Context: an optimization exercise on an open-source flow, tuned for a short achievable clock period and few clock cycles per item. The choices shown serve that exercise and are no tape-out recipe. Only simulation tests tie the RTL to the original design; equivalence was not proved. Power figures rest on the tool's default switching activity, not on a simulated workload.

build 9:
==> flow/design.v (excerpt) <==
module pipe_core #(
	parameter int MEM_DEPTH = 64
) (
	input  logic                clk,
	input  logic                rst,
	input  logic                issue_valid,
	input  logic [2:0]          issue_op,
	input  logic [4:0]          issue_rd,
	input  logic [4:0]          issue_rs1,
	input  logic [4:0]          issue_rs2,
	input  logic [15:0]         issue_imm,
	output logic                stall,
	output logic                commit_valid,
	output pipe_pkg::reg_addr_t commit_rd,
	output pipe_pkg::word_t     commit_data
);
	localparam int S = pipe_pkg::SLICES;
	localparam int B = 32 / S;
	localparam int P = S + 2;           
	localparam logic [2:0] OP_ADD   = 3'd0;
	localparam logic [2:0] OP_SUB   = 3'd1;
	localparam logic [2:0] OP_AND   = 3'd2;
	localparam logic [2:0] OP_OR    = 3'd3;
	localparam logic [2:0] OP_XOR   = 3'd4;
	localparam logic [2:0] OP_ADDI  = 3'd5;
	localparam logic [2:0] OP_LOAD  = 3'd6;
	localparam logic [2:0] OP_STORE = 3'd7;
	logic        acc;
	logic        hold;
	logic        skid_v;
	logic        stall_q;
	logic [2:0]  skid_op;
	logic [4:0]  skid_rd;
	logic [4:0]  skid_rs1;
	logic [4:0]  skid_rs2;
	logic [15:0] skid_imm;
	assign acc = issue_valid && !skid_v;
	logic        n_v;
	logic [2:0]  n_op;
	logic [4:0]  n_rd;
	logic [4:0]  n_rs1;
	logic [4:0]  n_rs2;
	logic [15:0] n_imm;
	always_comb begin
		if (skid_v) begin
			n_v   = 1'b1;
			n_op  = skid_op;
			n_rd  = skid_rd;
			n_rs1 = skid_rs1;
			n_rs2 = skid_rs2;
			n_imm = skid_imm;
		end else begin
			n_v   = acc;
			n_op  = issue_op;
			n_rd  = issue_rd;
			n_rs1 = issue_rs1;
			n_rs2 = issue_rs2;
			n_imm = issue_imm;
		end
	end
	logic        r_v;
	logic [2:0]  r_op;
	logic [4:0]  r_rd;
	logic [4:0]  r_rs1;
	logic [4:0]  r_rs2;
	logic [15:0] r_imm;
	logic [31:1] r_s1;       
	logic [31:1] r_s2;
	always_ff @(posedge clk) begin
		if (rst) begin
			skid_v  <= 1'b0;
			stall_q <= 1'b0;
			r_v     <= 1'b0;
		end else if (hold) begin
			if (acc)
				skid_v <= 1'b1;
			stall_q <= issue_valid || stall_q;
		end else begin
			skid_v  <= 1'b0;
			stall_q <= 1'b0;
			r_v     <= n_v;
		end
	end
	always_ff @(posedge clk) begin
		if (hold) begin
			if (acc) begin
				skid_op  <= issue_op;
				skid_rd  <= issue_rd;
				skid_rs1 <= issue_rs1;
				skid_rs2 <= issue_rs2;
				skid_imm <= issue_imm;
			end
		end else begin
			r_op  <= n_op;
			r_rd  <= n_rd;
			r_rs1 <= n_rs1;
  ...
make LEC_CHECK=0 ABC_CLOCK_PERIOD_IN_PS=2500 CAP_MARGIN=20 CORE_MARGIN=2 CORE_UTILIZATION=40 PLACE_DENSITY=0.5 SETUP_SLACK_MARGIN=2.6 SLEW_MARGIN=20 finish   # period 5.3 ns
run.sh (not shown) runs the stock make flow with config.mk's settings and CLKGATE_MAP_FILE= SYNTH_SCRIPT=/design/flow/synth_recipe.tcl, a recipe that flattens the netlist after the stock synthesis.
Testbench counts of build 9, summed over its fixed seeds: cycles 4,120, items 4,000.
diff inputs: build 9 => build 1
Settings: SETUP_SLACK_MARGIN changed from 2.6 to 3.3; PLACE_DENSITY changed from 0.5 to 0.56; CORE_UTILIZATION changed from 40 to 48.
## What came out
- Met2 layer usage reported by global route, build 1 and build 9: higher on build 1
- Compared with build 9, in build 1 number of buffers inserted to repair setup after CTS grew by 1600%, switching share of power grew by 0.26 points, global-route wire length before repair grew by about 0.7%, setup slack grew by 0.039 ns.
- Final weighted congestion of routability-driven global placement of build 9 is on par with build 1.
- Comparing build 1 and build 9, the higher detailed-route via count was measured on build 1.
- Side by side, share of cell area taken by flip-flops and latches turned out lower in build 1 than in build 9.
Input changes introduced in build 3 (baseline for comparison: build 1):
Settings: a change of CORE_UTILIZATION from 48 to 40; a change of PLACE_DENSITY from 0.56 to 0.5; a change of SETUP_SLACK_MARGIN from 3.3 to 3.0.
Findings:
When build 3 is measured against build 1, its reported leakage power turns out 3.7 nW lower.
Comparing build 1 against build 3, there is no change at all in number of flip-flops and latches.
When the final numbers for build 1 and build 3 were put side by side, the routed wire length turned out to be smaller in build 1.
Across both runs, number of global-route vias before repair was lower for build 3 than for build 1.
Build 3 vs. build 1: number of primary I/O pins was more or less identical; clock share of power went up by 0.2 points; met2 track utilization from global routing went down by 9.2 points; power was more or less identical.
Taking build 1 as 1.0, build 3 lands at 0.949 on initial DRC count.
For build 61, these inputs were changed with respect to build 3:
Settings: SETUP_SLACK_MARGIN changed from 3.0 to 3.3.
## What came out
Build 61 consumes more power than build 3 does.
Going from build 3 to build 61, clock power about even, met2 routing resource usage after global routing moved up.

re-timing with driven ports:
The results above use ideal ports. As a check the final layouts listed here were re-extracted and re-timed, cells and wires unchanged.
Step 1: set_driving_cell puts a clkbuf_16 on clk and a buf_2 on each other input, an assumption about the parent block.
Step 2 times the ports against the registers' clock, not the clock port: input delays grow and output delays shrink by t, the midpoint of the rising clock arrivals with the driver on.
Slacks: no drivers / after step 1 / after step 2; pairs: no drivers / after step 1.
| run | shift t [ns] | setup WS [ns] | worst hold slack (ns) | cell pins on the clock port's net |
|---|---|---|---|---|
| build 9 | 1.135 | 2.485 / 2.485 / 1.525 | 0.326 / 0.326 / 0.326 | 1 |
| build 1 | 1.141 | 2.523 / 2.522 / 1.752 | 0.322 / 0.322 / 0.322 | 1 |
| build 3 | 1.124 | 2.617 / 2.501 / 1.794 | 0.323 / 0.323 / 0.323 | 1 |
| build 61 | 1.146 | 2.602 / 2.479 / 1.882 | 0.322 / 0.322 / 0.322 | 1 |
After both steps every run listed still meets setup and hold. The setup slack of build 9, which loses most, moves by 0.000 ns with the drivers and by -0.960 ns with both steps.
